Source: an optimization exercise on an open RTL-to-GDS flow (aim: small area, a short achievable clock period and few clock cycles per item). Production flows keep margins and buffers that such runs may drop.
At most, simulation tests tie the RTL to the original design; equivalence was not proved.
The RTL of run 1 was laid out without a check of its function.
No activity file was given, so power comes from the tool's default toggle rates.

[run.sh]
#!/bin/bash
# synth_recipe.tcl (not shown) runs the flow's synth.tcl, then flattens the netlist and writes it again
# the make line also repeats each setting of config.mk as NAME=value (left out here)
make -C /OpenROAD-flow-scripts/flow DESIGN_CONFIG=/design/flow/config.mk WORK_HOME=/design/flow/orfs CLKGATE_MAP_FILE= SYNTH_SCRIPT=/design/flow/synth_recipe.tcl finish
[config.mk]
export PLATFORM = sky130hd
export DESIGN_NAME = software_timer_bank
export DESIGN_NICKNAME = software_timer_bank
export VERILOG_FILES = /design/flow/design.v
export SDC_FILE = /design/flow/constraint.sdc
export NUM_CORES = 4
export LEC_CHECK = 0
export CAP_MARGIN = 20
export CORE_MARGIN = 2
export CORE_UTILIZATION = 40
export PLACE_DENSITY = 0.6
export SETUP_SLACK_MARGIN = 5
export SLEW_MARGIN = 20
export TNS_END_PERCENT = 0
[constraint.sdc]
create_clock -name core_clock -period 8.0 [get_ports {clk}]
set_input_delay 1.6000 -clock core_clock [delete_from_list [all_inputs] [get_ports {clk}]]
set_output_delay 1.6000 -clock core_clock [all_outputs]
set_load 0.01 [all_outputs]
[design.v]
package stb_pkg;
  localparam int NUM_TIMERS_DEF = 8;
  localparam int MAX_REPORTS    = 8;
  localparam int ACTION_W = 3;
  localparam int INDEX_W  = 4;
  localparam int TICK_W   = 32;
  localparam int STATUS_W = 3;
  localparam int LO_W = 7;
  localparam logic [ACTION_W-1:0] ACT_TICK    = 3'd0;
  localparam logic [ACTION_W-1:0] ACT_ALLOC   = 3'd1;
  localparam logic [ACTION_W-1:0] ACT_START   = 3'd2;
  localparam logic [ACTION_W-1:0] ACT_STOP    = 3'd3;
  localparam logic [ACTION_W-1:0] ACT_RELEASE = 3'd4;
  localparam logic [ACTION_W-1:0] ACT_SERVICE = 3'd5;
  localparam logic [ACTION_W-1:0] ACT_QUERY   = 3'd6;
  localparam logic [STATUS_W-1:0] ST_DONE      = 3'd0;
  localparam logic [STATUS_W-1:0] ST_FULL      = 3'd1;
  localparam logic [STATUS_W-1:0] ST_BAD_INDEX = 3'd2;
  localparam logic [STATUS_W-1:0] ST_EXPIRY    = 3'd3;
  localparam logic [STATUS_W-1:0] ST_NONE      = 3'd4;
  localparam logic [1:0] K_PLAIN   = 2'd0;   
  localparam logic [1:0] K_QUERY   = 2'd1;   
  localparam logic [1:0] K_SERVICE = 2'd2;   
  function automatic logic [TICK_W-1:0] pp_add(input logic [TICK_W-1:0] a,
                                               input logic [TICK_W-1:0] b,
                                               input logic              cin);
    logic [TICK_W-1:0] p, g, gp, pp;
    p  = a ^ b;
    g  = a & b;
    gp = g;
    pp = p;
    gp[0] = g[0] | (p[0] & cin);
    for (int l = 0; (1 << l) < TICK_W; l = l + 1) begin
      for (int i = 0; i < TICK_W; i = i + 1) begin
        if ((i >> l) & 1) begin
          gp[i] = gp[i] | (pp[i] & gp[((i >> l) << l) - 1]);
          pp[i] = pp[i] & pp[((i >> l) << l) - 1];
        end
      end
    end
    pp_add = p ^ {gp[TICK_W-2:0], cin};
  endfunction
  function automatic logic pp_cout(input logic [TICK_W-1:0] a,
                                   input logic [TICK_W-1:0] b,
                                   input logic              cin);
    logic [TICK_W-1:0] p, g, gp, pp;
    p  = a ^ b;
    g  = a & b;
    gp = g;
    pp = p;
    gp[0] = g[0] | (p[0] & cin);
    for (int d = 1; d < TICK_W; d = d * 2) begin
      for (int i = TICK_W - 1; i >= d; i = i - 1) begin
        gp[i] = gp[i] | (pp[i] & gp[i-d]);
        pp[i] = pp[i] & pp[i-d];
      end
    end
    pp_cout = gp[TICK_W-1];
  endfunction
  function automatic logic [TICK_W-1:0] pp_inc(input logic [TICK_W-1:0] a);
    logic [TICK_W-1:0] c;
    c = a;
    for (int d = 1; d < TICK_W; d = d * 2) begin
      for (int i = TICK_W - 1; i >= d; i = i - 1) c[i] = c[i] & c[i-d];
    end
    pp_inc = a ^ {c[TICK_W-2:0], 1'b1};
  endfunction
  function automatic logic [NUM_TIMERS_DEF-1:0] low_oh(input logic [NUM_TIMERS_DEF-1:0] v);
    logic [NUM_TIMERS_DEF-1:0] seen;
    seen = v;
    for (int d = 1; d < NUM_TIMERS_DEF; d = d * 2) begin
      for (int i = NUM_TIMERS_DEF - 1; i >= d; i = i - 1) seen[i] = seen[i] | seen[i-d];
    end
    low_oh = v & ~{seen[NUM_TIMERS_DEF-2:0], 1'b0};
  endfunction
endpackage
module stb_entry_store #(
  parameter int N    = stb_pkg::NUM_TIMERS_DEF,
  parameter int W    = stb_pkg::TICK_W,
  parameter int LO_W = stb_pkg::LO_W
) (
  input  logic            clk,
  input  logic [N-1:0]    per_we,
  input  logic [W-1:0]    per_wdata,
  input  logic [N-1:0]    dl_we,
  input  logic [W-1:0]    dl_wdata,
  input  logic [N-1:0]    eng_sel,
  output logic [W-1:0]    eng_per,
  input  logic [N-1:0]    q_sel,
  output logic [W-1:0]    q_per,
  input  logic [N-1:0]    d_sel,
  output logic [W-1:0]    d_dl,
  input  logic [LO_W-1:0] cmp_lo,
  output logic [N-1:0]    lo_eq
);
  logic [W-1:0] per_r [N];
  logic [W-1:0] dl_r  [N];
  always_ff @(posedge clk) begin
    for (int i = 0; i < N; i++) begin
      if (per_we[i]) per_r[i] <= per_wdata;
      if (dl_we[i])  dl_r[i]  <= dl_wdata;
    end
  end
  always_comb begin
    eng_per = '0;
    q_per   = '0;
    d_dl    = '0;
    for (int i = 0; i < N; i++) begin
      eng_per = eng_per | (per_r[i] & {W{eng_sel[i]}});
      q_per   = q_per   | (per_r[i] & {W{q_sel[i]}});
      d_dl    = d_dl    | (dl_r[i]  & {W{d_sel[i]}});
      lo_eq[i] = (dl_r[i][LO_W-1:0] == cmp_lo);
    end
  end
endmodule
module software_timer_bank #(
  parameter int NUM_TIMERS = stb_pkg::NUM_TIMERS_DEF
) (
  input  logic                          clk,
  input  logic                          rst,
  input  logic                          in_valid,
  output logic                          in_stall,
  input  logic [stb_pkg::ACTION_W-1:0]  action,
  input  logic [stb_pkg::INDEX_W-1:0]   timer_index,
  input  logic [stb_pkg::TICK_W-1:0]    period,
  input  logic                          periodic,
  output logic                          out_valid,
  input  logic                          out_stall,
  output logic [stb_pkg::STATUS_W-1:0]  status,
  output logic [stb_pkg::INDEX_W-1:0]   result_index,
  output logic [stb_pkg::TICK_W-1:0]    elapsed_ticks,
  output logic                          last
);
  localparam int N     = NUM_TIMERS;
  localparam int IDX_W = (N > 1) ? $clog2(N) : 1;
  localparam int W     = stb_pkg::TICK_W;
  localparam int XW    = stb_pkg::INDEX_W;
  localparam int SW    = stb_pkg::STATUS_W;
  localparam int LW    = stb_pkg::LO_W;
  localparam int HW    = W - LW;
  logic [W-1:0] tick;
  logic [N-1:0] in_use, running, auto_rl, expired;
  logic [N-1:0] pending;    
  logic [N-1:0] dl_zero;    
  logic [N-1:0] per_one;    
  logic [N-1:0] hq, hq1;    
  logic [N-1:0] scan_need;  
  logic         stall_q;
  logic [N-1:0] eng_oh;     
  logic [N-1:0] eng_act;
  logic [W-1:0] eng_per;
  logic [W-1:0] qa_per, qa_dl;
  logic         qa_zero;
  logic          c0v, c1v;
  logic [1:0]    c0k, c1k;
  logic [SW-1:0] c0st, c1st;
  logic [XW-1:0] c0ix, c1ix;
  logic [N-1:0]  c0m, c1m;
  logic          c0tk;      
  logic          ov;
  logic [SW-1:0] ost;
  logic [XW-1:0] oix;
  logic [W-1:0]  oel;
  logic          olast;
  logic acc, idx_ok;
  logic [IDX_W-1:0] isl;
  logic [N-1:0] ix_oh;
  logic a_tick, a_alloc, a_start, a_stop, a_release, a_service, a_query;
  assign acc    = in_valid && !stall_q;
  assign idx_ok = ({1'b0, timer_index} < (XW+1)'(N));
  assign isl    = timer_index[IDX_W-1:0];
  assign ix_oh  = idx_ok ? (N'(1) << isl) : '0;
  assign a_tick    = acc && (action == stb_pkg::ACT_TICK);
  assign a_alloc   = acc && (action == stb_pkg::ACT_ALLOC);
  assign a_start   = acc && (action == stb_pkg::ACT_START);
  assign a_stop    = acc && (action == stb_pkg::ACT_STOP);
  assign a_release = acc && (action == stb_pkg::ACT_RELEASE);
  assign a_service = acc && (action == stb_pkg::ACT_SERVICE);
  assign a_query   = acc && (action == stb_pkg::ACT_QUERY);
  logic [N-1:0]     free_oh;
  logic [IDX_W-1:0] free_idx;
  logic             any_free;
  always_comb begin
    free_oh  = stb_pkg::low_oh(~in_use);
    any_free = |(~in_use);
    free_idx = '0;
    for (int i = 0; i < N; i++) if (free_oh[i]) free_idx |= IDX_W'(i);
  end
  logic [N-1:0] per_we, eng_sel_n, d_sel, q_sel, scan_oh, c1_oh;
  logic         c1_query;
  logic [W-1:0] eng_per_rd, q_per_rd, d_dl, dl_wdata, tick_inc;
  logic [N-1:0] lo_eq;
  logic         scan_v;
  stb_entry_store #(.N(N), .W(W)) u_store (
    .clk       (clk),
    .per_we    (per_we),
    .per_wdata (period),
    .dl_we     (eng_act),
    .dl_wdata  (dl_wdata),
    .eng_sel   (eng_sel_n),
    .eng_per   (eng_per_rd),
    .q_sel     (q_sel),
    .q_per     (q_per_rd),
    .d_sel     (d_sel),
    .d_dl      (d_dl),
    .cmp_lo    (tick_inc[LW-1:0]),
    .lo_eq     (lo_eq)
  );
  logic [N-1:0] hit;
  assign dl_wdata = stb_pkg::pp_add(tick, eng_per, 1'b0);
  assign tick_inc = stb_pkg::pp_inc(tick);
  assign hit      = running & ((pending & per_one) | (~pending & lo_eq & hq));
  assign eng_act  = eng_oh & pending;
  logic c_add, c_inc, ph_z, ph_1, ph_2, ph_m1, e0, e1, wrap;
  logic [LW-1:0] lo_g, lo_p;
  logic [HW-1:0] ph;
  always_comb begin
    lo_g = tick[LW-1:0] & eng_per[LW-1:0];
    lo_p = tick[LW-1:0] ^ eng_per[LW-1:0];
    for (int d = 1; d < LW; d = d * 2) begin
      for (int i = LW - 1; i >= d; i = i - 1) begin
        lo_g[i] = lo_g[i] | (lo_p[i] & lo_g[i-d]);
        lo_p[i] = lo_p[i] & lo_p[i-d];
      end
    end
  end
  assign c_add  = lo_g[LW-1];
  assign c_inc  = &tick[LW-1:0];
  assign ph     = eng_per[W-1:LW];
  assign ph_z   = (ph == HW'(0));
  assign ph_1   = (ph == HW'(1));
  assign ph_2   = (ph == HW'(2));
  assign ph_m1  = &ph;
  always_comb begin
    if (c_add == c_inc) begin
      e0 = ph_z;  e1 = ph_1;
    end else if (c_add) begin
      e0 = ph_m1; e1 = ph_z;
    end else begin
      e0 = ph_1;  e1 = ph_2;
    end
  end
  assign wrap = &tick_inc[LW-1:0];
  logic          scan_hit, wrap_next;
  logic [HW-1:0] hi_next1;
  logic [W-1:0]  tick_nx1;
  assign scan_oh  = stb_pkg::low_oh(scan_need);
  assign c1_query = c1v && (c1k == stb_pkg::K_QUERY);
  assign c1_oh    = N'(1) << c1ix[IDX_W-1:0];
  assign scan_v   = stall_q && !c1_query && (scan_need != '0);
  assign q_sel    = stall_q ? c1_oh : ix_oh;
  assign d_sel    = stall_q ? (c1_query ? c1_oh : scan_oh) : ix_oh;
  assign wrap_next = &tick_inc[LW-1:1];
  assign tick_nx1 = stb_pkg::pp_inc({tick_inc[W-1:LW], {LW{1'b1}}});
  assign hi_next1 = tick_nx1[W-1:LW];
  assign scan_hit = (d_dl[W-1:LW] == hi_next1);
  logic [W-1:0] el_live, q_s, q_c, q_ndl;
  logic         q_lt;
  assign q_ndl   = ~qa_dl;
  assign q_s     = qa_per ^ tick ^ q_ndl;
  assign q_c     = {(qa_per[W-2:0] & tick[W-2:0]) | (qa_per[W-2:0] & q_ndl[W-2:0]) |
                    (tick[W-2:0] & q_ndl[W-2:0]), !c0tk};
  assign q_lt    = !stb_pkg::pp_cout(tick, q_ndl, !c0tk) && !(c0tk && (tick == '0));
  assign el_live = (!qa_zero && q_lt) ? stb_pkg::pp_add(q_s, q_c, 1'b0) : '0;
  logic [1:0]    nk;
  logic [SW-1:0] nst;
  logic [XW-1:0] nix;
  always_comb begin
    nk  = stb_pkg::K_PLAIN;
    nst = stb_pkg::ST_DONE;
    nix = '0;
    case (action)
      stb_pkg::ACT_ALLOC: begin
        if (any_free) nix = XW'(free_idx);
        else          nst = stb_pkg::ST_FULL;
      end
      stb_pkg::ACT_START: begin
        if (!(idx_ok && in_use[isl])) nst = stb_pkg::ST_BAD_INDEX;
      end
      stb_pkg::ACT_STOP, stb_pkg::ACT_RELEASE: begin
        if (!idx_ok) nst = stb_pkg::ST_BAD_INDEX;
      end
      stb_pkg::ACT_SERVICE: begin
        if (|expired) nk  = stb_pkg::K_SERVICE;
        else          nst = stb_pkg::ST_NONE;
      end
      stb_pkg::ACT_QUERY: begin
        if (idx_ok) begin
          nk  = stb_pkg::K_QUERY;
          nix = timer_index;
        end else begin
          nst = stb_pkg::ST_BAD_INDEX;
        end
      end
      default: ;
    endcase
  end
  logic [N-1:0] alloc_oh, start_oh;
  logic [N-1:0] in_use_n, running_n, auto_n, expired_n, pending_n, dl_zero_n, per_one_n;
  logic [N-1:0] hq_n, hq1_n, scan_need_n;
  assign alloc_oh = a_alloc ? free_oh : '0;
  assign start_oh = a_start ? (ix_oh & in_use) : '0;
  assign per_we   = alloc_oh;
  always_comb begin
    in_use_n  = in_use;
    running_n = running;
    auto_n    = auto_rl;
    expired_n = expired;
    pending_n = pending & ~eng_oh;
    dl_zero_n = dl_zero & ~eng_act;
    per_one_n = per_one;
    if (a_tick) begin
      expired_n = expired_n | hit;
      pending_n = pending_n | (hit & auto_rl);
    end
    if (a_service) begin
      running_n = running_n & ~(expired & ~auto_rl);
      expired_n = '0;
    end
    if (a_stop) running_n = running_n & ~ix_oh;
    if (a_release) begin
      in_use_n  = in_use_n  & ~ix_oh;
      running_n = running_n & ~ix_oh;
      auto_n    = auto_n    & ~ix_oh;
      expired_n = expired_n & ~ix_oh;
    end
    running_n = running_n | start_oh;
    pending_n = pending_n | start_oh;
    in_use_n  = in_use_n  | alloc_oh;
    running_n = running_n & ~alloc_oh;
    expired_n = expired_n & ~alloc_oh;
    pending_n = pending_n & ~alloc_oh;
    dl_zero_n = dl_zero_n | alloc_oh;
    auto_n    = (auto_n & ~alloc_oh) | (periodic ? alloc_oh : '0);
    per_one_n = (per_one & ~alloc_oh) | ((period == W'(1)) ? alloc_oh : '0);
    for (int i = 0; i < N; i++) begin
      hq_n[i]        = hq[i];
      hq1_n[i]       = hq1[i];
      scan_need_n[i] = scan_need[i];
      if (eng_act[i]) begin
        hq_n[i]        = (a_tick && wrap) ? e1 : e0;
        hq1_n[i]       = e1;
        scan_need_n[i] = 1'b0;
      end else if (scan_v && scan_oh[i]) begin
        hq1_n[i]       = scan_hit;
        scan_need_n[i] = 1'b0;
      end else if (a_tick && wrap) begin
        hq_n[i]        = hq1[i];
      end
    end
    if (a_tick && wrap) scan_need_n = running_n & ~pending_n;
  end
  logic [N-1:0] rest0, reload_oh, reload_set;
  logic         multi_rest, multi_reload;
  assign rest0        = pending & ~eng_oh;
  assign reload_set   = hit & auto_rl;
  assign reload_oh    = stb_pkg::low_oh(reload_set);
  assign multi_rest   = (rest0 & ~stb_pkg::low_oh(rest0)) != '0;
  assign multi_reload = (reload_set & ~reload_oh) != '0;
  assign eng_sel_n    = (rest0 != '0) ? stb_pkg::low_oh(rest0) :
                        a_start       ? start_oh :
                        a_tick        ? reload_oh : '0;
  logic          move, c0_pop, svc_last;
  logic [N-1:0]  c0_lsb, c0_rest;
  logic [IDX_W-1:0] c0_lsb_idx;
  logic          c0v_n, c1v_n, new_to_c0, c1_to_c0;
  always_comb begin
    c0_lsb  = stb_pkg::low_oh(c0m);
    c0_rest = c0m & ~c0_lsb;
    c0_lsb_idx = '0;
    for (int i = 0; i < N; i++) if (c0_lsb[i]) c0_lsb_idx |= IDX_W'(i);
  end
  assign svc_last  = (c0_rest == '0);
  assign move      = c0v && (!ov || !out_stall);
  assign c0_pop    = move && (c0k != stb_pkg::K_SERVICE || svc_last);
  assign c1_to_c0  = c0_pop && c1v;
  assign new_to_c0 = acc && (!c0v || (c0_pop && !c1v));
  assign c0v_n     = (c0v && !c0_pop) || c1v || acc;
  assign c1v_n     = (c1v && !c0_pop) || (acc && !new_to_c0);
  always_ff @(posedge clk) begin
    if (rst) begin
      tick      <= '0;
      in_use    <= '0;
      running   <= '0;
      auto_rl   <= '0;
      expired   <= '0;
      pending   <= '0;
      dl_zero   <= '1;
      scan_need <= '0;
      eng_oh    <= '0;
      stall_q   <= 1'b0;
      c0v       <= 1'b0;
      c1v       <= 1'b0;
      ov        <= 1'b0;
    end else begin
      if (a_tick) tick <= tick_inc;
      in_use    <= in_use_n;
      running   <= running_n;
      auto_rl   <= auto_n;
      expired   <= expired_n;
      pending   <= pending_n;
      dl_zero   <= dl_zero_n;
      scan_need <= scan_need_n;
      eng_oh    <= eng_sel_n;
      stall_q   <= (c0v_n && c1v_n) || multi_rest ||
                   ((rest0 != '0) && (a_start ? (start_oh != '0) : a_tick && (reload_set != '0))) ||
                   (a_tick && multi_reload) ||
                   (wrap_next && (scan_need_n != '0));
      c0v       <= c0v_n;
      c1v       <= c1v_n;
      if (move)            ov <= 1'b1;
      else if (!out_stall) ov <= 1'b0;
    end
  end
  always_ff @(posedge clk) begin
    per_one <= per_one_n;
    hq      <= hq_n;
    hq1     <= hq1_n;
    eng_per <= eng_per_rd;
    if ((a_query && new_to_c0) || (c1_to_c0 && c1_query)) begin
      qa_per  <= q_per_rd;
      qa_dl   <= d_dl;
      qa_zero <= |(q_sel & (dl_zero | pending));
    end
    if (move) begin
      unique case (c0k)
        stb_pkg::K_QUERY: begin
          ost   <= stb_pkg::ST_DONE;
          oix   <= '0;
          oel   <= el_live;
          olast <= 1'b1;
        end
        stb_pkg::K_SERVICE: begin
          ost   <= stb_pkg::ST_EXPIRY;
          oix   <= XW'(c0_lsb_idx);
          oel   <= '0;
          olast <= svc_last;
        end
        default: begin
          ost   <= c0st;
          oix   <= c0ix;
          oel   <= '0;
          olast <= 1'b1;
        end
      endcase
    end
    if (c1_to_c0) begin
      c0k   <= c1k;
      c0st  <= c1st;
      c0ix  <= c1ix;
      c0m   <= c1m;
      c0tk  <= 1'b0;
    end else if (new_to_c0) begin
      c0k   <= nk;
      c0st  <= nst;
      c0ix  <= nix;
      c0m   <= expired;
      c0tk  <= 1'b0;
    end else begin
      if (move) c0m <= c0_rest;
      if (a_tick) c0tk <= 1'b1;
    end
    if (acc && !new_to_c0) begin
      c1k  <= nk;
      c1st <= nst;
      c1ix <= nix;
      c1m  <= expired;
    end
  end
  assign in_stall      = stall_q;
  assign out_valid     = ov;
  assign status        = ost;
  assign result_index  = oix;
  assign elapsed_ticks = oel;
  assign last          = olast;
endmodule
==> qor.txt, run 1 <==
DR WL/cell = 29.2 microns
Max frequency = 226 MHz
Max cap viols = 0
Relative slew margins = 28.1%
Die area = 101000 sq um
Final HPWL DP = 91600 microns
Worst EP arrival = 4.89 ns
Num CTS Buffers = 88
First-pass GRT wire length = 200000 microns
Yosys reg bits = 805
Synth area leaders = edfxtp_1, dfxtp_1, a22oi_1, ha_1, a222oi_1
Core footprint = 98100 sq um
Most common cell in the netlist = edfxtp_1
Hold WC Path Type = reg -> reg
Clock buffer depth = 3
Largest net degree at the start of global routing = 72
Power Total = 9200 uW
Antenna violations before repair = 7
Syn Area/Cell = 12.1 sq um
Leakage = 0.0167 uW
WHS Path Cells = 1
Worst path depth = 11
CP Data Required Time = 8.47 ns
Post-route ant nets = 0
CP endpoint kind = flop
Startpoint Class = flop
Final count of hold timing violations = 0
CP Cell Sequence = nand3_1, or4_1, a2111oi_2, o21ai_0, a21oi_2, inv_1, nor2_2, mux2i_1, mux2i_4, buf_12, o41ai_4
Syn nets = 3461
Final wirelength = 140000 microns
Fin Setup TNS = 0 ns
Critical path type = reg -> reg
Worst-Margin Slew = 1.07 ns
Port Buffers = 84
Synth Warn # = 4
Worst skew pair latency = 0.68 ns
Share of cells above drive strength 1 = 12.5%
Vias per std cell = 6.30
Final nets = 3607
Vias in the first global route = 28700
Clock root cell = clkbuf_16
Final setup fails = 0
Die H = 318 microns
Register area share after synthesis = 57.8%
Rows = 115
Area leader, netlist = edfxtp_1
Htree depth = 3
I/O Pins = 86
Netlist cell types = 105
GR Util All Layers = 27.0%
Syn Std Cell Area = 39500 sq um
Total gr overflow = 0
CP max-delay cell = dfxtp_1
Pwr per Cell Area = 197 nW/um^2
Final min period = 4.42 ns
R2R cell count = 11
Final Cycle Share = 55.2%
Initial Util = 40.3%
Die W = 318 microns
Main synth FF type = edfxtp_1
Pre-Repair DR Iteration Count = 12
DRT iter0 DRCs = 4738
Routability cong. = 0.985
Clock Sinks = 805
Post-Synthesis Cells = 3277
CP Buf/Inv Count = 2
Total number of vias = 30200
CTS tree = yes
Crit Path Max Fanout = 11
Unrepaired setup endpoints after global routing = true
Post-synth ARST share = 0%
Post-synth EDFFs = 672
DR DRC count = 0
CTS clock-pin slew for the worst setup and hold paths = 0.06 ns
Synth top area share = 51.1%
Max rail drop VDD = 0.145 mV
Top cells by instance count after synthesis = edfxtp_1, inv_1, nand2_1
Area delta synth->final = 18.0%
Slew Viols, Final = 0
Outcome = finished clean
Fin util = 47.5%
Critical path's top delay family = compound AO/OA/AOI/OAI gates
Slowest cell delay on critical path = 0.73 ns
Clock skew = 0.0356 ns
routing by layer:
metal	wire (microns)	global-route usage, %	vias to the layer above
li1	-	-	13000
met1	56900	38.1	14800
met2	60700	40.2	1971
met3	16700	6.60	301
met4	5410	10.0	8
met5	48	0	-
cells by family (layout without fill, tap and decap cells):
logic type	count (synthesis)	after routing	synth area share, %
adder cells (fa/ha/maj)	145	145	5.34
multiplexers	31	31	0.839
AND/OR/NAND/NOR	939	940	12.7
buffers and inverters	376	595	3.69
flip-flops	805	805	57.8
XOR/XNOR	171	171	4.59
other	1	2	0.00949
AO/OA/AOI/OAI	809	810	15.1
where the power goes:
part | switching, uW | internal, uW | total, uW
logic | 301 | 194 | 495
registers | 34.0 | 4570 | 4600
clock network | 1750 | 2350 | 4100
cells in the final DEF (no fill, tap or decap), types with 41 or more instances in the layout:
cell	synthesis	layout
buf_4	3	94
nand4_1	97	97
edfxtp_1	672	672
a222oi_1	118	118
a21boi_0	45	41
a21oi_1	96	92
xnor2_1	113	101
fa_1	41	41
ha_1	99	97
nand3_1	93	91
dfxtp_1	133	127
nor2_1	191	187
o21ai_0	115	110
clkdlybuf4s50_1	0	79
nor3_1	70	61
nand2_1	212	209
clkbuf_16	0	91
inv_1	212	206
a22oi_1	167	166
final cells by class:
cell class | count | area, sq um
flip-flops and latches | 805 | 22900
multi-input cells | 2098 | 16200
repair buffers | 216 | 2250
diodes | 1 | 2.50
well taps | 1287 | 1610
clock inverters | 43 | 478
clock buffers | 122 | 2440
inverters | 214 | 803
fillers | 8764 | 51500
stage by stage:
stage	cells	hold WS [ns]	instance area [sq um]	worst slack, ns
CTS	4778	0.459	46300	3.78
global placement	4550	0.438	42100	1.58
detailed placement	4550	0.445	42100	1.52
global route	4785	0.479	46600	3.60
floorplan	3277	0.431	39700	3.14
finish	4786	0.456	46600	3.58
state kept, by name, indices dropped and copies added, names as in the netlist, 32 cells and up:
signal	count
eng_per	32
oel	32
qa_dl	32
qa_per	32
tick	32
u_store.dl_r	256
u_store.per_r	256
final timing paths:
| kind | startpoint | end | slack, ns |
|---|---|---|---|
| max | tick[14]$_SDFFE_PP0P_ | hq1[7]$_DFFE_PP_ | 3.58 |
| min | dl_zero[6]$_SDFF_PP1_ | dl_zero[6]$_SDFF_PP1_ | 0.46 |
| max reg2reg | tick[14]$_SDFFE_PP0P_ | hq1[7]$_DFFE_PP_ | 3.58 |
| min reg2reg | dl_zero[6]$_SDFF_PP1_ | dl_zero[6]$_SDFF_PP1_ | 0.46 |
worst register-to-register path, cell delays in order (launching register included):
cell	delay, ns
dfxtp_1	0.73
nand3_1	0.41
or4_1	0.68
a2111oi_2	0.56
o21ai_0	0.39
a21oi_2	0.33
inv_1	0.09
nor2_2	0.17
mux2i_1	0.29
mux2i_4	0.11
buf_12	0.17
o41ai_4	0.31
what timing repair did:
item                       CTS  global route
pin swaps                   40            19
resized for setup          157            39
hold buffers                 0             0
setup buffers               56             7
gates cloned                 7             0
setup endpoints to repair  880           858
==> run 2: changes to the inputs <==
--- a/design.v
+++ b/design.v
@@ -147,4 +147,6 @@
   logic [N-1:0] scan_need;  
   logic         stall_q;
+  logic [LW-1:0] tn_lo;     
+  logic [HW-1:0] hn1;       
   logic [N-1:0] eng_oh;     
   logic [N-1:0] eng_act;
@@ -204,5 +206,5 @@
     .d_sel     (d_sel),
     .d_dl      (d_dl),
-    .cmp_lo    (tick_inc[LW-1:0]),
+    .cmp_lo    (tn_lo),
     .lo_eq     (lo_eq)
   );
@@ -226,5 +228,5 @@
   end
   assign c_add  = lo_g[LW-1];
-  assign c_inc  = &tick[LW-1:0];
+  assign c_inc  = (tn_lo == '0);
   assign ph     = eng_per[W-1:LW];
   assign ph_z   = (ph == HW'(0));
@@ -241,8 +243,6 @@
     end
   end
-  assign wrap = &tick_inc[LW-1:0];
+  assign wrap = &tn_lo;
   logic          scan_hit, wrap_next;
-  logic [HW-1:0] hi_next1;
-  logic [W-1:0]  tick_nx1;
   assign scan_oh  = stb_pkg::low_oh(scan_need);
   assign c1_query = c1v && (c1k == stb_pkg::K_QUERY);
@@ -251,8 +251,6 @@
   assign q_sel    = stall_q ? c1_oh : ix_oh;
   assign d_sel    = stall_q ? (c1_query ? c1_oh : scan_oh) : ix_oh;
-  assign wrap_next = &tick_inc[LW-1:1];
-  assign tick_nx1 = stb_pkg::pp_inc({tick_inc[W-1:LW], {LW{1'b1}}});
-  assign hi_next1 = tick_nx1[W-1:LW];
-  assign scan_hit = (d_dl[W-1:LW] == hi_next1);
+  assign wrap_next = &tn_lo[LW-1:1];
+  assign scan_hit = (d_dl[W-1:LW] == hn1);
   logic [W-1:0] el_live, q_s, q_c, q_ndl;
   logic         q_lt;
@@ -381,4 +379,6 @@
     if (rst) begin
       tick      <= '0;
+      tn_lo     <= LW'(1);
+      hn1       <= HW'(1);
       in_use    <= '0;
       running   <= '0;
@@ -394,5 +394,9 @@
       ov        <= 1'b0;
     end else begin
-      if (a_tick) tick <= tick_inc;
+      if (a_tick) begin
+        tick  <= tick_inc;
+        tn_lo <= tn_lo + LW'(1);
+        if (wrap) hn1 <= hn1 + HW'(1);
+      end
       in_use    <= in_use_n;
       running   <= running_n;
==> run 2 against run 1 <==
Effect of this change: flip-flop and latch count up 32; clock-buffer cell count fell by 3; via count shrank 11%; still clean.
==> qor.txt, run 2 <==
Register area share after synthesis = 61.4% (+3.6 points)
Antenna violations before repair = 4 (-3)
Final count of hold timing violations = 0 (unchanged)
Worst r2r src = tick[2]$_SDFFE_PP0P_
Num CTS Buffers = 89 (+1.1%)
Worst-Margin Slew = 1.04 ns (-0.0333 ns)
Initial Util = 40.3% (about the same)
Most common cell after layout, fill and taps aside = edfxtp_1
Unrepaired setup endpoints after global routing = true
Top cells by instance count after synthesis = edfxtp_1, inv_1, nor2_1
Die area = 98100 sq um (-3.2%)
DRT iter0 DRCs = 3844 (-19%)
Synth top area share = 52.8% (+1.7 points)
CP Data Required Time = 8.50 ns (+0.03 ns)
Core footprint = 94900 sq um (-3.3%)
Final WS setup = 4.24 ns (+0.653 ns)
Final Cycle Share = 47.1% (-8.2 points)
Die W = 313 microns (-1.6%)
Regs by FF count = u_store.dl_r (256), u_store.per_r (256)
Post-Synthesis Cells = 3030 (-7.5%)
Met1 global-route usage = 32.4% (-5.7 points)
Netlist cell types = 91 (-13%)
Reg2reg end = oel[30]$_SDFFCE_PN0P_
Main synth FF type = edfxtp_1
Post-route ant nets = 0 (unchanged)
GR peak layer = met2
Rows = 113 (-1.7%)
DR DRC count = 0 (unchanged)
Final HPWL DP = 75000 microns (-18%)
Syn Area/Cell = 12.6 sq um (+4.7%)
Final nets = 3344 (-7.3%)
Final setup fails = 0 (unchanged)
Clock Sinks = 837 (+4.0%)
Yosys reg bits = 837 (+4.0%)
Outcome = finished clean
DR WL/cell = 26.4 microns (-9.4%)
Fin Setup TNS = 0 ns (unchanged)
Total gr overflow = 0 (unchanged)
Relative slew margins = 30.4% (+2.3 points)
GRT met2 Usage = 38.3% (-1.9 points)
Final min period = 3.76 ns (-0.653 ns)
Pre-Repair DR Iteration Count = 8 (-4)
Hold path startpoint = dl_zero[7]$_SDFF_PP1_
Area delta synth->final = 17.0%
Max cap viols = 0 (unchanged)
Final wirelength = 119000 microns (-15%)
Most frequent cells in the layout = edfxtp_1, inv_1, nor2_1
Vias in the first global route = 25900 (-9.7%)
R2R cell count = 15 (+4)
Hold worst-path end = dl_zero[7]$_SDFF_PP1_
Clock skew = 0.0444 ns (+0.00885 ns)
Fin util = 47.2% (-0.33 points)
CTS tree = yes
Leakage = 0.0162 uW (-2.9%)
CP endpoint kind = flop
Clock buffer depth = 3 (unchanged)
WHS Path Cells = 2 (+1)
Final hold slack = 0.441 ns (-0.0149 ns)
Post-synth ARST share = 0% (unchanged)
ANT cells = 0 (-1)
Max rail drop VDD = 0.180 mV (+24%)
Met3 Use GR = 3.59% (-3.0 points)
Routability cong. = 0.877 (-11%)
Port Buffers = 84 (unchanged)
Worst EP arrival = 4.27 ns (-0.62 ns)
Most common cell in the netlist = edfxtp_1
Crit Path Max Fanout = 32 (+21)
Slew Viols, Final = 0 (unchanged)
Clock root cell = clkbuf_16
CTS clock-pin slew for the worst setup and hold paths = 0.06 ns (about the same)
Vias per std cell = 5.97 (-5.3%)
Share of cells above drive strength 1 = 11.3% (-1.2 points)
Synth Warn # = 4 (unchanged)
Pwr per Cell Area = 214 nW/um^2 (+8.6%)
Worst R2R Setup Slack = 4.26 ns (+0.68 ns)
Critical path type = in -> reg
Startpoint Class = primary input
Hold WC Path Type = reg -> reg
GR Util All Layers = 23.8% (-3.2 points)
Max frequency = 266 MHz (+17%)
Worst skew pair latency = 0.68 ns (about the same)
Syn nets = 3215 (-7.1%)
Largest net degree at the start of global routing = 73 (+1.4%)
Total number of vias = 26900 (-11%)
Die H = 313 microns (-1.6%)
First-pass GRT wire length = 173000 microns (-14%)
Area leader, netlist = edfxtp_1
Pre-CTS WS = 2.30 ns (+0.783 ns)
Htree depth = 3 (unchanged)
Post-synth EDFFs = 672 (unchanged)
I/O Pins = 86 (unchanged)
Synth area leaders = edfxtp_1, dfxtp_1, ha_1, xnor2_1, a22oi_1
Syn Std Cell Area = 38200 sq um (-3.2%)
[run 2: cell types whose count changed in the layout (fill, tap and decap cells not counted), moves of 22 or more]
cell      change
a21boi_0     -40
a221o_1      +30
a221oi_1     +24
a222oi_1     -22
a22o_1       +27
a22oi_1      -32
buf_4        -40
dfxtp_1      +23
inv_1        +23
nand2_1      -39
nor3_1       -36
o211ai_1     +35
o21ai_0      -67
xor2_1       +29
[run 2: worst max path at each step]
stage                               startpoint               endpoint  slack [ns]
final                           timer_index[2]       hq1[3]$_DFFE_PP_        4.24
after global routing       qa_per[0]$_DFFE_PP_  oel[26]$_SDFFCE_PN0P_        4.05
after CTS                 tick[0]$_SDFFE_PP0P_  oel[26]$_SDFFCE_PN0P_        4.31
after detailed placement        timer_index[1]       hq1[3]$_DFFE_PP_        2.30
after global placement          timer_index[1]       hq1[4]$_DFFE_PP_        2.49
after floorplan                      action[1]     stall_q$_SDFF_PP0_        3.30
[run 2: routing by layer]
| metal | vias up | share of wire [%] |
|---|---|---|
| li1 | 11900 | - |
| met1 | 13300 | 41 |
| met2 | 1394 | 47 |
| met3 | 247 | 8.8 |
| met4 | 4 | 3.7 |
| met5 | - | 0.022 |
[run 2: where the power goes]
| group | switching (uW) | internal, uW |
|---|---|---|
| sequential | 40.2 | 4740 |
| combinational | 315 | 181 |
| clock | 1790 | 2530 |
| total | 2150 | 7450 |
[run 2: through the flow]
step	std cells	cell area (sq um)	total power [uW]
after global routing	4501	44800	9860
after floorplan	3030	38300	5130
after CTS	4496	44600	9650
after detailed placement	4302	40800	5350
final	4501	44800	9600
after global placement	4302	40800	5350
[run 2: cells by family (layout without fill, tap and decap cells)]
family | Yosys count | in the layout | synth area share, %
DFF | 837 | 837 | 61.4
and+or+nand+nor | 807 | 810 | 11.1
AOI/OAI and AO/OA | 676 | 676 | 13.6
buffers and inverters | 367 | 570 | 3.80
xor gates and xnor gates | 186 | 186 | 4.26
adders and majority gates | 147 | 147 | 5.58
muxes | 9 | 9 | 0.262
other | 1 | 1 | 0.00981
[run 2: worst max-delay path, cell delays in order]
cell and delay, ns:
buf_2 0.24, nor3b_1 0.37, nand2_1 0.24, o311ai_4 0.13, buf_8 0.34, nand2_1 0.09
nand4_1 0.14, xnor2_1 0.14, nand4_1 0.20, nor3_2 0.26, nand4_2 0.15, buf_12 0.19
o21ai_1 0.14
[run 2: final cells by class]
type,count,area [sq um]
Inverter,236,892
Fill cell,8286,50100
Sequential cell,837,23500
Multi-Input combinational cell,1829,14000
Tap cell,1265,1580
Timing Repair Buffer,166,1740
Clock buffer,119,2480
Clock inverter,49,594
[run 2: repair_timing]
item | 4_1_cts | 5_1_grt
endpoints found under the setup margin | 863 | 778
setup buffers | 20 | 4
pin swaps | 27 | 12
endpoints found under the hold margin | 0 | 0
hold buffers | 0 | 0
gates resized for setup | 156 | 16
cloned | 6 | 1
Testbench counts of run 2, summed over its fixed seeds: cycles 12,918, items 12,000.
==> run 3: changes to the inputs <==
--- a/config.mk
+++ b/config.mk
@@ -9,4 +9,7 @@
 export CORE_MARGIN = 2
 export CORE_UTILIZATION = 40
+export CTS_BUF_LIST = sky130_fd_sc_hd__clkbuf_8
+export CTS_CLUSTER_DIAMETER = 50
+export CTS_CLUSTER_SIZE = 18
 export PLACE_DENSITY = 0.6
 export SETUP_SLACK_MARGIN = 5
==> run 3 against run 2 <==
Effect of this change: worst setup slack got worse by 0.028 ns; first-iteration DRC count down 5.7%; synthesized cell count is the same; utilization down 1.1 points; total power is 11% lower; die area is the same; clock power decreased by 24%; largest cell class unchanged; largest power group unchanged; highest routed layer unchanged.
==> qor.txt, run 3 <==
Critical path type = in -> reg
Fin Setup TNS = 0 ns (unchanged)
Synth top area share = 52.8% (unchanged)
Area delta synth->final = 14.3%
DR DRC count = 0 (unchanged)
Vias per std cell = 5.94 (-0.42%)
Top cells by instance count after synthesis = edfxtp_1, inv_1, nor2_1
Syn Area/Cell = 12.6 sq um (unchanged)
Clock skew = 0.0688 ns (+0.0244 ns)
Main synth FF type = edfxtp_1
Filler Cell Count = 8429 (+1.7%)
Total gr overflow = 0 (unchanged)
Unrepaired setup endpoints after global routing = true
Slowest cell delay on critical path = 0.47 ns (+0.10 ns)
Slew Viols, Final = 0 (unchanged)
Cts hold-fix bufs = 0 (unchanged)
Pwr per Cell Area = 195 nW/um^2 (-8.9%)
Clock Sinks = 837 (unchanged)
Final setup fails = 0 (unchanged)
Clock buffer depth = 3 (unchanged)
Final Cell Area = 43700 sq um (-2.4%)
Post-route ant nets = 0 (unchanged)
CP Cell Sequence = clkdlybuf4s50_1, nor2b_1, buf_4, and2_1, nand3_1, o21ai_0, nand2_1, nand2_4, buf_6, a221o_1, a221oi_1, o211ai_1
Most common cell in the netlist = edfxtp_1
Post-synth EDFFs = 672 (unchanged)
Final count of hold timing violations = 0 (unchanged)
Most common cell after layout, fill and taps aside = edfxtp_1
Die H = 313 microns (unchanged)
DRT iter0 DRCs = 3624 (-5.7%)
Clock root cell = clkbuf_8
Final nets = 3340 (-0.12%)
GR peak layer = met2
Synth Warn # = 4 (unchanged)
Post-Synthesis Cells = 3030 (unchanged)
Placed Instance Area = 40800 sq um (unchanged)
Met3 Use GR = 3.65% (+0.060 points)
Startpoint Class = primary input
Relative slew margins = 26.9% (-3.5 points)
CP endpoint kind = flop
Antenna violations before repair = 5 (+1)
I/O Pins = 86 (unchanged)
Total number of vias = 26700 (-0.53%)
Largest net degree at the start of global routing = 73 (unchanged)
Initial Util = 40.3% (unchanged)
Core footprint = 94900 sq um (unchanged)
GR Util All Layers = 23.6% (-0.14 points)
CTS clock-pin slew for the worst setup and hold paths = 0.09 ns (+0.03 ns)
Regs by FF count = u_store.dl_r (256), u_store.per_r (256)
First-pass GRT wire length = 172000 microns (-0.45%)
Final HPWL DP = 75000 microns (unchanged)
Port Buffers = 84 (unchanged)
Leakage = 0.0157 uW (-2.8%)
Max frequency = 264 MHz (-0.74%)
Max cap viols = 0 (unchanged)
Most frequent cells in the layout = edfxtp_1, inv_1, nor2_1
Pre-Repair DR Iteration Count = 9 (+1)
CTS tree = yes
Final min period = 3.79 ns (+0.0280 ns)
Outcome = finished clean
Die W = 313 microns (unchanged)
Critical path's top delay family = simple AND/OR/NAND/NOR gates
Worst skew pair latency = 0.77 ns (+0.09 ns)
Worst-Margin Slew = 1.09 ns (+0.0521 ns)
Rows = 113 (unchanged)
Synth area leaders = edfxtp_1, dfxtp_1, ha_1, xnor2_1, a22oi_1
Die area = 98100 sq um (unchanged)
Syn Std Cell Area = 38200 sq um (unchanged)
Max rail drop VDD = 0.103 mV (-43%)
Share of cells above drive strength 1 = 11.4% (+0.11 points)
Hold WC Path Type = reg -> reg
Area leader, netlist = edfxtp_1
Crit Path Max Fanout = 19 (-41%)
Netlist cell types = 91 (unchanged)
Worst EP arrival = 4.41 ns (+0.14 ns)
CP max-delay cell = clkdlybuf4s50_1
Routability cong. = 0.877 (unchanged)
Syn nets = 3215 (unchanged)
Final hold slack = 0.446 ns (+0.00530 ns)
Final Cycle Share = 47.4% (+0.35 points)
CP Buf/Inv Count = 3 (unchanged)
Met1 global-route usage = 32.1% (-0.25 points)
Final wirelength = 118000 microns (-0.56%)
Vias in the first global route = 25900 (+0.054%)
Htree depth = 3 (unchanged)
GRT met2 Usage = 38.2% (-0.085 points)
Yosys reg bits = 837 (unchanged)
Register area share after synthesis = 61.4% (unchanged)
Post-synth ARST share = 0% (unchanged)
DR WL/cell = 26.3 microns (-0.45%)
CP Data Required Time = 8.62 ns (+0.12 ns)
Num CTS Buffers = 89 (unchanged)
run 3: cells by family (layout without fill, tap and decap cells):
family	after synthesis	after routing	share of synthesized area, %
other	1	2	0.00981
AO/OA/AOI/OAI	676	676	13.6
multiplexers	9	9	0.262
buffers and inverters	367	564	3.80
AND/OR/NAND/NOR	807	810	11.1
flip-flops	837	837	61.4
XOR/XNOR	186	186	4.26
adder cells (fa/ha/maj)	147	147	5.58
run 3: what timing repair did:
item / CTS / global route
pin swaps: 23 / 5
setup buffers: 20 / 1
resized for setup: 128 / 12
gates cloned: 6 / 0
hold endpoints to repair: 0 / 0
endpoints found under the setup margin: 862 / 708
run 3: path summary, 6_finish.rpt:
| check | start | end | slack (ns) | cells past startpoint |
|---|---|---|---|---|
| setup / recovery | in_valid | eng_per[29]$_DFF_P_ | 4.21 | 12 |
| hold / removal | dl_zero[1]$_SDFF_PP1_ | dl_zero[1]$_SDFF_PP1_ | 0.45 | 2 |
| setup reg to reg | tn_lo[2]$_SDFFE_PP0P_ | eng_per[27]$_DFF_P_ | 4.26 | 11 |
| hold reg to reg | dl_zero[1]$_SDFF_PP1_ | dl_zero[1]$_SDFF_PP1_ | 0.45 | 2 |
run 3: power breakdown:
group	total, uW	switching (uW)	internal (uW)
sequential	4770	40.3	4730
combinational	494	314	180
clock	3270	1790	1480
total	8540	2150	6390
run 3: metal layers:
metal	vias up	wire length [microns]
li1	11900	-
met1	13200	48800
met2	1332	55300
met3	249	9890
met4	4	4350
met5	-	23
run 3: per-stage QoR:
stage,total power (uW),utilization (%),worst slack [ns],std cells
floorplan,5130,-,3.30,3030
global placement,5350,43.0,2.49,4302
detailed placement,5350,43.0,2.30,4302
CTS,8590,46.0,4.30,4494
global route,8800,46.1,4.04,4496
finish,8540,46.1,4.21,4496
run 3: layout make-up:
type                       count  area (sq um)  area share (%)
tap                         1265          1580            3.62
clock inverter                72           856            1.96
sequential                   837         23500            53.8
multi-input combinational   1829         13900            31.8
inverter                     236           892            2.04
timing repair buffer         162          1660            3.80
clock buffer                  94          1290            2.96
antenna                        1          2.50         0.00573
run 3: worst register-to-register path: cells and delay by family (launching register included):
family | cells | cell delay (ns)
AOI/OAI and AO/OA | 5 | 1.47
and+or+nand+nor | 4 | 1.07
buffers and inverters | 1 | 0.31
xor gates and xnor gates | 1 | 0.18
DFF | 1 | 0.63
==> run 4: changes to the inputs <==
--- a/config.mk
+++ b/config.mk
@@ -8,9 +8,9 @@
 export CAP_MARGIN = 20
 export CORE_MARGIN = 2
-export CORE_UTILIZATION = 40
+export CORE_UTILIZATION = 50
 export CTS_BUF_LIST = sky130_fd_sc_hd__clkbuf_8
 export CTS_CLUSTER_DIAMETER = 50
-export CTS_CLUSTER_SIZE = 18
-export PLACE_DENSITY = 0.6
+export CTS_CLUSTER_SIZE = 14
+export PLACE_DENSITY = 0.65
 export SETUP_SLACK_MARGIN = 5
 export SLEW_MARGIN = 20
==> run 4 against run 3 <==
Effect of this change: sequential share of layout area up 0.49 points; via count up 2.8%; critical endpoint is now eng_per[30]$_DFF_P_; clock-buffer cell count up 1; worst setup slack worse by 0.096 ns; synthesized area unchanged; global-route usage up 6.6 points; die area down 20%; total power down 1.6%.
==> qor.txt, run 4 <==
Total number of vias = 27500 (+2.8%)
Vias in the first global route = 27300 (+5.4%)
Unrepaired setup endpoints after global routing = true
Htree depth = 3 (unchanged)
DR WL/cell = 28.4 microns (+7.9%)
Post-synth ARST share = 0% (unchanged)
Most common cell in the netlist = edfxtp_1
Register area share after synthesis = 61.4% (unchanged)
Regs by FF count = u_store.dl_r (256), u_store.per_r (256)
Relative slew margins = 27.9% (+1.0 points)
Final count of hold timing violations = 0 (unchanged)
CP Data Required Time = 8.63 ns (about the same)
Adder-Cell Fraction of Synth Area = 5.58% (unchanged)
Vias per std cell = 6.52 (+9.6%)
Area leader, netlist = edfxtp_1
Outcome = finished clean
Die W = 281 microns (-10%)
Critical path type = reg -> reg
Slew Viols, Final = 0 (unchanged)
CTS tree = yes
Final HPWL DP = 73700 microns (-1.7%)
Startpoint Class = flop
Crit Path Max Fanout = 32 (+13)
Main synth FF type = edfxtp_1
First-pass GRT wire length = 175000 microns (+1.8%)
Most common cell after layout, fill and taps aside = edfxtp_1
Final wirelength = 120000 microns (+1.2%)
Filler Cell Count = 6258 (-26%)
Die H = 281 microns (-10%)
Post-synthesis compound-gate area fraction = 13.6% (unchanged)
Hold WC Path Type = reg -> reg
Final min period = 3.89 ns (+0.0961 ns)
Fin util = 57.1% (+11 points)
DR DRC count = 0 (unchanged)
Yosys reg bits = 837 (unchanged)
Pre-Repair DR Iteration Count = 12 (+3)
Post-synth EDFFs = 672 (unchanged)
Post-Synthesis Cells = 3030 (unchanged)
Clock Sinks = 837 (unchanged)
Final setup fails = 0 (unchanged)
Worst-Margin Slew = 1.08 ns (-0.0149 ns)
Post-route ant nets = 0 (unchanged)
I/O Pins = 86 (unchanged)
Clock root cell = clkbuf_8
Antenna violations before repair = 8 (+3)
Placed Instance Area = 40300 sq um (-1.1%)
Initial Util = 50.4% (+10 points)
Die area = 78700 sq um (-20%)
Synth Warn # = 4 (unchanged)
Final Cell Area = 43300 sq um (-0.92%)
Final Cycle Share = 48.6% (+1.2 points)
Max cap viols = 0 (unchanged)
CP endpoint kind = flop
DRT iter0 DRCs = 4111 (+13%)
Most frequent cells in the layout = edfxtp_1, inv_1, nor2_1
Final nets = 3346 (+0.18%)
Synth Area in XOR/XNOR = 4.26% (unchanged)
Syn Area/Cell = 12.6 sq um (unchanged)
Top cells by instance count after synthesis = edfxtp_1, inv_1, nor2_1
Leakage = 0.0158 uW (+0.18%)
Synth top area share = 52.8% (unchanged)
Syn nets = 3215 (unchanged)
Largest net degree at the start of global routing = 85 (+16%)
Port Buffers = 84 (unchanged)
Pwr per Cell Area = 194 nW/um^2 (-0.72%)
Worst EP arrival = 4.52 ns (+0.11 ns)
Total gr overflow = 0 (unchanged)
Routability cong. = 0.904 (+3.1%)
Clock skew = 0.0392 ns (-0.0296 ns)
Synth area leaders = edfxtp_1, dfxtp_1, ha_1, xnor2_1, a22oi_1
Core footprint = 75800 sq um (-20%)
Worst skew pair latency = 0.71 ns (-0.06 ns)
Largest family of logic cells by synthesized area = compound AO/OA/AOI/OAI gates
Num CTS Buffers = 88 (-1.1%)
Area delta synth->final = 13.2%
Area of the multi-input gates = 13900 sq um (+0.22%)
Max rail drop VDD = 0.100 mV (-3.0%)
CTS clock-pin slew for the worst setup and hold paths = 0.10 ns (about the same)
Netlist cell types = 91 (unchanged)
Clock buffer depth = 3 (unchanged)
Rows = 101 (-11%)
Post-synthesis simple-gate area fraction = 11.1% (unchanged)
Fin Setup TNS = 0 ns (unchanged)
Max frequency = 257 MHz (-2.5%)
GR Util All Layers = 30.3% (+6.6 points)
Share of cells above drive strength 1 = 10.9% (-0.47 points)
Syn Std Cell Area = 38200 sq um (unchanged)
Mux contribution to synthesized area = 0.262% (unchanged)
Register area = 23500 sq um (about the same)
==> run 4: cell counts after synthesis <==
Identical to the previous run, type by type.
==> run 4: final cells by class <==
cell class                 count  area share [%]
inverter                     236            2.06
sequential                   837            54.3
timing repair buffer         166            3.99
timing repair inverter         2          0.0289
antenna                        3          0.0173
tap                          978            2.83
clock buffer                  95            3.02
multi-input combinational   1830            32.2
clock inverter                67            1.59
==> run 4: per-stage QoR <==
stage / hold slack, ns / total power [uW] / instances / setup WS, ns
floorplan: 0.418 / 5130 / 3030 / 3.30
global placement: 0.435 / 5330 / 4006 / 2.42
detailed placement: 0.435 / 5340 / 4006 / 2.27
CTS: 0.455 / 8430 / 4210 / 4.29
global route: 0.473 / 8650 / 4214 / 4.06
finish: 0.455 / 8400 / 4214 / 4.11
==> run 4: cells by family after synthesis <==
family          Yosys count
compound gates          676
other cells               1
xor+xnor                186
simple gates            807
flops                   837
mux                       9
fa+ha+maj               147
buf+inv                 367
==> run 4: per-layer routing <==
| metal | vias up | part of all wire (%) | wire, microns | global-route usage (%) |
|---|---|---|---|---|
| met5 | - | 0.029 | 35 | 0 |
| met4 | 4 | 3.9 | 4700 | 12.3 |
| met3 | 275 | 9.9 | 11800 | 5.19 |
| met2 | 1660 | 47 | 56400 | 49.5 |
| met1 | 13600 | 39 | 46800 | 40.1 |
| li1 | 11900 | - | - | - |
==> run 4: where the power goes <==
group / switching, uW / leakage (uW) / internal [uW]
Combinational: 327 / 0.00716 / 184
Sequential: 38.6 / 0.00753 / 4730
Clock: 1640 / 0.00107 / 1480
==> run 4: timing repair <==
action	4_1_cts	5_1_grt
pin swaps	25	8
setup buffers	31	1
resized for setup	133	12
setup endpoints to repair	903	808
hold buffers	0	0
cloned	11	0
==> run 4: final timing paths <==
path	start	to	slack [ns]	cells after the start
worst max-delay path	tn_lo[4]$_SDFFE_PP0P_	eng_per[30]$_DFF_P_	4.11	10
worst max register to register	tn_lo[4]$_SDFFE_PP0P_	eng_per[30]$_DFF_P_	4.11	10
worst min register to register	dl_zero[5]$_SDFF_PP1_	dl_zero[5]$_SDFF_PP1_	0.45	1
worst min-delay path	dl_zero[5]$_SDFF_PP1_	dl_zero[5]$_SDFF_PP1_	0.45	1
==> run 4: critical path, stage by stage (launching register included) <==
cell and delay, ns:
dfxtp_1 0.75, xnor2_1 0.24, nand4_1 0.17, o41ai_1 0.84, nand3_1 0.29, nand3b_1 0.32, nor4_4 0.20, buf_4 0.54
a22oi_1 0.13, and3_1 0.22, o211ai_1 0.08
==> run 5: changes to the inputs <==
--- a/config.mk
+++ b/config.mk
@@ -11,5 +11,5 @@
 export CTS_BUF_LIST = sky130_fd_sc_hd__clkbuf_8
 export CTS_CLUSTER_DIAMETER = 50
-export CTS_CLUSTER_SIZE = 14
+export CTS_CLUSTER_SIZE = 16
 export PLACE_DENSITY = 0.65
 export SETUP_SLACK_MARGIN = 5
==> run 5 against run 4 <==
Effect of this change: still clean on timing, DRC and antenna; flip-flop and latch count did not move; combinational power fell by 0.8%; critical path depth did not move; largest cell class unchanged.
==> qor.txt, run 5 <==
Outcome = finished clean
Die area = 78700 sq um (unchanged)
Syn Area/Cell = 12.6 sq um (unchanged)
Post-synth ARST share = 0% (unchanged)
Post-synth EDFFs = 672 (unchanged)
Rows = 101 (unchanged)
Syn nets = 3215 (unchanged)
Flop pwr share = 57.6% (+0.8 points)
Antenna violations before repair = 8 (unchanged)
Slowest cell delay on critical path = 0.82 ns (-0.02 ns)
Clock buffer depth = 3 (unchanged)
Synth Warn # = 4 (unchanged)
Critical path's top delay family = compound AO/OA/AOI/OAI gates
Cts hold-fix bufs = 0 (unchanged)
Synth area leaders = edfxtp_1, dfxtp_1, ha_1, xnor2_1, a22oi_1
CP max-delay cell = dfxtp_1
Hold path startpoint = dl_zero[5]$_SDFF_PP1_
Slew Viols, Final = 0 (unchanged)
Most frequent cells in the layout = edfxtp_1, inv_1, nor2_1
Post-route ant nets = 0 (unchanged)
First-pass GRT wire length = 175000 microns (+0.10%)
Final min period = 3.84 ns (-0.0468 ns)
Post-Synthesis Cells = 3030 (unchanged)
Final Cycle Share = 48.0% (-0.59 points)
Clock Power Share = 36.3% (-0.8 points)
Startpoint Class = flop
CP Cell Sequence = xnor2_1, nand4_1, o41ai_1, nand3_1, o31ai_1, nand2_1, o31ai_4, buf_4, a22oi_1, o211ai_1
DR WL/cell = 28.4 microns (+0.11%)
Htree depth = 3 (unchanged)
Max cap viols = 0 (unchanged)
Final wirelength = 120000 microns (about the same)
Pre-Repair DR Iteration Count = 9 (-3)
Area leader, netlist = edfxtp_1
Worst R2R Setup Slack = 4.16 ns (+0.05 ns)
Post-synthesis compound-gate area fraction = 13.6% (unchanged)
Most common cell after layout, fill and taps aside = edfxtp_1
Num CTS Buffers = 84 (-4.5%)
Worst r2r src = tn_lo[2]$_SDFFE_PP0P_
Max frequency = 260 MHz (+1.2%)
Final count of hold timing violations = 0 (unchanged)
R2R cell count = 10 (unchanged)
Pint = 6240 uW (-2.4%)
Net Switching = 2040 uW (+1.9%)
Critical path type = reg -> reg
Synth Area in XOR/XNOR = 4.26% (unchanged)
Post-synthesis simple-gate area fraction = 11.1% (unchanged)
Vias per std cell = 6.54 (+0.41%)
Most common cell in the netlist = edfxtp_1
Port Buffers = 84 (unchanged)
Syn Std Cell Area = 38200 sq um (unchanged)
Pwr per Cell Area = 192 nW/um^2 (-1.1%)
Largest net degree at the start of global routing = 85 (unchanged)
Yosys reg bits = 837 (unchanged)
Clock skew = 0.0526 ns (+0.0133 ns)
GR Util All Layers = 30.3% (+0.050 points)
Area delta synth->final = 12.9%
Reg2reg end = eng_per[11]$_DFF_P_
Fin Setup TNS = 0 ns (unchanged)
Total gr overflow = 0 (unchanged)
Switching share of power = 24.6% (+0.79 points)
DRT iter0 DRCs = 4144 (+0.80%)
I/O Pins = 86 (unchanged)
CP Data Required Time = 8.65 ns (+0.02 ns)
Hold WC Path Type = reg -> reg
WHS Path Cells = 1 (unchanged)
Netlist cell types = 91 (unchanged)
Die W = 281 microns (unchanged)
CTS clock-pin slew for the worst setup and hold paths = 0.10 ns (about the same)
Worst skew pair latency = 0.74 ns (+0.03 ns)
CP endpoint kind = flop
Clock Sinks = 837 (unchanged)
Crit Path Max Fanout = 33 (+3.1%)
Unrepaired setup endpoints after global routing = true
Register area share after synthesis = 61.4% (unchanged)
Initial Util = 50.4% (unchanged)
Max rail drop VDD = 0.0985 mV (-1.7%)
CTS tree = yes
Die H = 281 microns (unchanged)
Final HPWL DP = 73700 microns (unchanged)
Top cells by instance count after synthesis = edfxtp_1, inv_1, nor2_1
Synth top area share = 52.8% (unchanged)
Share of cells above drive strength 1 = 11.0% (+0.027 points)
Relative slew margins = 27.5% (-0.41 points)
Worst EP arrival = 4.49 ns (-0.03 ns)
Worst-Margin Slew = 1.08 ns (+0.00614 ns)
DR DRC count = 0 (unchanged)
Core footprint = 75800 sq um (unchanged)
Leakage = 0.0157 uW (-0.50%)
Vias in the first global route = 27300 (+0.24%)
Final nets = 3340 (-0.18%)
Main synth FF type = edfxtp_1
Final setup fails = 0 (unchanged)
Fin util = 56.9% (-0.16 points)
Adder-Cell Fraction of Synth Area = 5.58% (unchanged)
Mux contribution to synthesized area = 0.262% (unchanged)
Combinational share of power = 6.1% (about the same)
Largest family of logic cells by synthesized area = compound AO/OA/AOI/OAI gates
Total number of vias = 27500 (+0.24%)
CP Buf/Inv Count = 1 (unchanged)
Clock root cell = clkbuf_8
Regs by FF count = u_store.dl_r (256), u_store.per_r (256)
Routability cong. = 0.904 (unchanged)
Hold worst-path end = dl_zero[5]$_SDFF_PP1_
## run 5: cell counts after synthesis
Identical to the previous run, type by type.
## run 5: cell type report
type / instances / area [sq um]
antenna: 4 / 10.0
clock buffer: 90 / 1240
clock inverter: 66 / 662
fill: 6224 / 32600
inverter: 236 / 892
multi-input combinational: 1830 / 13900
sequential: 837 / 23500
tap: 978 / 1220
timing repair buffer: 164 / 1710
timing repair inverter: 2 / 12.5
## run 5: stage by stage
stage	cell area [sq um]	std cells	worst slack, ns	hold slack (ns)	power, uW
2_1_floorplan	38300	3030	3.30	0.418	5130
3_3_place_gp	40300	4006	2.42	0.435	5330
3_5_place_dp	40300	4006	2.27	0.435	5340
4_1_cts	43100	4203	4.29	0.458	8310
5_1_grt	43200	4206	4.07	0.477	8520
6_report	43200	4207	4.16	0.459	8280
## run 5: kinds of logic (layout without fill, tap and decap cells)
group | after synthesis | in the layout
buffers and inverters | 367 | 558
adders and majority gates | 147 | 147
other | 1 | 5
muxes | 9 | 9
xor gates and xnor gates | 186 | 186
DFF | 837 | 837
AOI/OAI and AO/OA | 676 | 676
and+or+nand+nor | 807 | 811
## run 5: worst max path at each step
stage / endpoint / cells past startpoint / start
floorplan: stall_q$_SDFF_PP0_ / 11 / action[1]
global placement: hq1[5]$_DFFE_PP_ / 11 / timer_index[1]
detailed placement: hq1[0]$_DFFE_PP_ / 11 / timer_index[1]
CTS: oel[30]$_SDFFCE_PN0P_ / 17 / tick[0]$_SDFFE_PP0P_
global route: oel[28]$_SDFFCE_PN0P_ / 17 / tick[0]$_SDFFE_PP0P_
finish: eng_per[11]$_DFF_P_ / 10 / tn_lo[2]$_SDFFE_PP0P_
## run 5: layer usage
| metal | track usage (%) | vias up | routed length [microns] | part of all wire (%) |
|---|---|---|---|---|
| met2 | 49.0 | 1679 | 55900 | 47 |
| met3 | 5.51 | 354 | 11700 | 9.8 |
| met5 | 0 | - | 27 | 0.023 |
| met1 | 39.5 | 13600 | 46300 | 39 |
| met4 | 14.8 | 4 | 5810 | 4.9 |
| li1 | - | 11900 | - | - |
## run 5: power groups by stage
| stage | clock, uW | sequential [uW] | combinational (uW) |
|---|---|---|---|
| after global placement | 0 | 4870 | 461 |
| after CTS | 3040 | 4770 | 499 |
| after global routing | 3200 | 4780 | 543 |
| after floorplan | 0 | 4860 | 261 |
| final | 3000 | 4770 | 507 |
| after detailed placement | 0 | 4870 | 470 |
## run 5: repair_timing
item,in CTS,in global routing
buffers inserted,30,0
resized for setup,130,10
setup endpoints to repair,902,797
pin swaps,27,4
cloned,11,0
endpoints found under the hold margin,0,0
==> run 6: changes to the inputs <==
--- a/config.mk
+++ b/config.mk
@@ -8,9 +8,9 @@
 export CAP_MARGIN = 20
 export CORE_MARGIN = 2
-export CORE_UTILIZATION = 50
+export CORE_UTILIZATION = 40
 export CTS_BUF_LIST = sky130_fd_sc_hd__clkbuf_8
-export CTS_CLUSTER_DIAMETER = 50
-export CTS_CLUSTER_SIZE = 16
-export PLACE_DENSITY = 0.65
+export CTS_CLUSTER_DIAMETER = 45
+export CTS_CLUSTER_SIZE = 20
+export PLACE_DENSITY = 0.6
 export SETUP_SLACK_MARGIN = 5
 export SLEW_MARGIN = 20
==> run 6 against run 5 <==
Effect of this change: critical path depth rose by 1; wire length increased by 0.73%; largest cell class unchanged; fmax up 1.1%; highest routed layer unchanged; final cell count up 7.4%; non-clock buffer count is 2 higher; clock-buffer cell count increased by 17; combinational power decreased by 2%; flip-flop and latch count is the same; utilization down 11 points; clock power increased by 15%; synthesized cell count did not move.
==> qor.txt, run 6 <==
Outcome = finished clean
Final count of hold timing violations = 0 (unchanged)
CP Data Required Time = 8.65 ns (about the same)
Die W = 313 microns (+12%)
Final min period = 3.80 ns (-0.0410 ns)
Post-synth EDFFs = 672 (unchanged)
Pwr per Cell Area = 198 nW/um^2 (+3.4%)
Final HPWL DP = 75000 microns (+1.7%)
Combinational share of power = 5.7% (-0.4 points)
GR Util All Layers = 24.0% (-6.3 points)
Final Cycle Share = 47.5% (-0.51 points)
Slowest cell delay on critical path = 0.92 ns (+0.10 ns)
Max frequency = 263 MHz (+1.1%)
Port Buffers = 84 (unchanged)
Fin Setup TNS = 0 ns (unchanged)
First-pass GRT wire length = 174000 microns (-0.54%)
Area of the multi-input gates = 13900 sq um (about the same)
Yosys reg bits = 837 (unchanged)
Total gr overflow = 0 (unchanged)
Area delta synth->final = 15.2%
Switching share of power = 24.5% (-0.12 points)
Relative slew margins = 28.1% (+0.53 points)
Clock Power Share = 39.6% (+3.3 points)
Dpl cells = 4302 (+7.4%)
CP endpoint kind = flop
Netlist cell types = 91 (unchanged)
Filler Cell Count = 8371 (+34%)
Final wirelength = 121000 microns (+0.73%)
DR DRC count = 0 (unchanged)
Worst EP arrival = 4.45 ns (-0.04 ns)
DRT iter0 DRCs = 3880 (-6.4%)
Clock root cell = clkbuf_8
Main synth FF type = edfxtp_1
Hold WC Path Type = reg -> reg
Startpoint Class = flop
Pint = 6590 uW (+5.7%)
Clock buffer depth = 3 (unchanged)
Slew Viols, Final = 0 (unchanged)
Final setup fails = 0 (unchanged)
Most common cell after layout, fill and taps aside = edfxtp_1
Flop pwr share = 54.6% (-3.0 points)
Synth Warn # = 4 (unchanged)
Worst-Margin Slew = 1.08 ns (-0.00792 ns)
Synth top area share = 52.8% (unchanged)
Regs by FF count = u_store.dl_r (256), u_store.per_r (256)
Antenna violations before repair = 7 (-1)
Leakage = 0.0159 uW (+1.5%)
Post-route ant nets = 0 (unchanged)
Largest net degree at the start of global routing = 73 (-14%)
Register area = 23500 sq um (about the same)
Post-Synthesis Cells = 3030 (unchanged)
Clock skew = 0.0879 ns (+0.0353 ns)
Area leader, netlist = edfxtp_1
Syn Std Cell Area = 38200 sq um (unchanged)
Num CTS Buffers = 99 (+18%)
Net Switching = 2140 uW (+4.9%)
Pre-Repair DR Iteration Count = 7 (-2)
Max rail drop VDD = 0.123 mV (+25%)
Syn nets = 3215 (unchanged)
CP Cell Sequence = xnor2_1, nand3b_1, o41ai_1, nand3_1, nand4_1, o31ai_1, nand2_1, o31ai_4, buf_4, a22oi_1, o211ai_1
DR WL/cell = 26.7 microns (-6.2%)
CTS tree = yes
Post-synth ARST share = 0% (unchanged)
Share of cells above drive strength 1 = 12.0% (+0.98 points)
Final std cells w/o fill = 4520 (+7.4%)
Fin util = 46.4% (-11 points)
Rows = 113 (+12%)
Die area = 98100 sq um (+25%)
Critical path type = reg -> reg
Syn Area/Cell = 12.6 sq um (unchanged)
Most frequent cells in the layout = edfxtp_1, inv_1, nor2_1
Htree depth = 3 (unchanged)
Max cap viols = 0 (unchanged)
Synth area leaders = edfxtp_1, dfxtp_1, ha_1, xnor2_1, a22oi_1
Routability cong. = 0.877 (-3.0%)
CTS clock-pin slew for the worst setup and hold paths = 0.08 ns (-0.02 ns)
CP max-delay cell = o41ai_1
Total number of vias = 27000 (-1.7%)
I/O Pins = 86 (unchanged)
Vias in the first global route = 26000 (-5.1%)
Unrepaired setup endpoints after global routing = true
Vias per std cell = 5.98 (-8.5%)
Most common cell in the netlist = edfxtp_1
Worst skew pair latency = 0.79 ns (+0.05 ns)
Final nets = 3354 (+0.42%)
Cts hold-fix bufs = 0 (unchanged)
Die H = 313 microns (+12%)
Initial Util = 40.3% (-10 points)
Core footprint = 94900 sq um (+25%)
Top cells by instance count after synthesis = edfxtp_1, inv_1, nor2_1
Register area share after synthesis = 61.4% (unchanged)
Clock Sinks = 837 (unchanged)
Crit Path Max Fanout = 33 (unchanged)
## run 6: cell count changes in the layout (fill, tap and decap cells not counted), sizes merged
cell,change
bufinv,+5
clkinvlp,-2
clkinv,+16
diode,-3
bufbuf,+1
clkbuf,+17
nand3,-1
inv,-8
buf,+1
## run 6: power by group through the flow
stage	combinational (uW)	sequential [uW]	clock [uW]
after floorplan	261	4860	0
after global placement	473	4870	0
after detailed placement	477	4870	0
after CTS	495	4770	3510
after global routing	537	4780	3690
final	499	4770	3460
## run 6: cells by family (layout without fill, tap and decap cells)
kind of cell               Yosys count  after routing  synth area share (%)
adders and majority gates          147            147                  5.58
and+or+nand+nor                    807            810                  11.1
buffers and inverters              367            588                  3.80
DFF                                837            837                  61.4
xor gates and xnor gates           186            186                  4.26
other                                1              2               0.00981
AOI/OAI and AO/OA                  676            676                  13.6
muxes                                9              9                 0.262
## run 6: final cells by class
cell class / instances / area share [%]
Multi-Input combinational cell: 1829 / 31.6
Timing Repair Buffer: 166 / 4.02
Clock inverter: 79 / 1.99
Antenna cell: 1 / 0.00568
Inverter: 236 / 2.03
Sequential cell: 837 / 53.4
Tap cell: 1265 / 3.59
Clock buffer: 107 / 3.34
## run 6: per-stage QoR
step | hold WS (ns) | instance area [sq um] | worst slack (ns) | total power (uW)
2_1_floorplan | 0.418 | 38300 | 3.30 | 5130
3_3_place_gp | 0.430 | 40800 | 2.49 | 5350
3_5_place_dp | 0.433 | 40800 | 2.30 | 5350
4_1_cts | 0.444 | 44000 | 4.33 | 8780
5_1_grt | 0.456 | 44000 | 4.07 | 9000
6_report | 0.444 | 44000 | 4.20 | 8730
## run 6: metal layers
layer  vias to the layer above  track usage [%]  part of all wire, %
met1                     13400             32.6                   41
li1                      12000                -                    -
met4                         6             9.86                  3.9
met2                      1410             38.7                   47
met3                       241             3.61                  8.8
met5                         -                0                0.033
## run 6: what timing repair did
action / CTS / global route
pin swaps: 26 / 4
gates resized for setup: 153 / 4
setup buffers: 22 / 0
endpoints found under the setup margin: 860 / 723
gates cloned: 9 / 0
## run 6: worst paths after layout
| check | start | to | slack, ns | cells past startpoint |
|---|---|---|---|---|
| max | tn_lo[2]$_SDFFE_PP0P_ | eng_per[16]$_DFF_P_ | 4.20 | 11 |
| min | dl_zero[1]$_SDFF_PP1_ | dl_zero[1]$_SDFF_PP1_ | 0.44 | 2 |
| max reg2reg | tn_lo[2]$_SDFFE_PP0P_ | eng_per[16]$_DFF_P_ | 4.20 | 11 |
| min reg2reg | dl_zero[1]$_SDFF_PP1_ | dl_zero[1]$_SDFF_PP1_ | 0.44 | 2 |
## run 6: critical path, delay by kind of cell, from the launching register on
family / cells / cell delay [ns]
buf+inv: 1 / 0.31
xor+xnor: 1 / 0.17
simple gates: 4 / 1.09
compound gates: 5 / 1.51
flops: 1 / 0.61

Check on run 6: ideal ports give 4.199 ns setup slack; a clkbuf_16 on the clock port and buf_2 on the inputs give 4.199 ns; moving port delays by the midpoint clock arrival (0.810 ns) as well gives 3.474 ns.
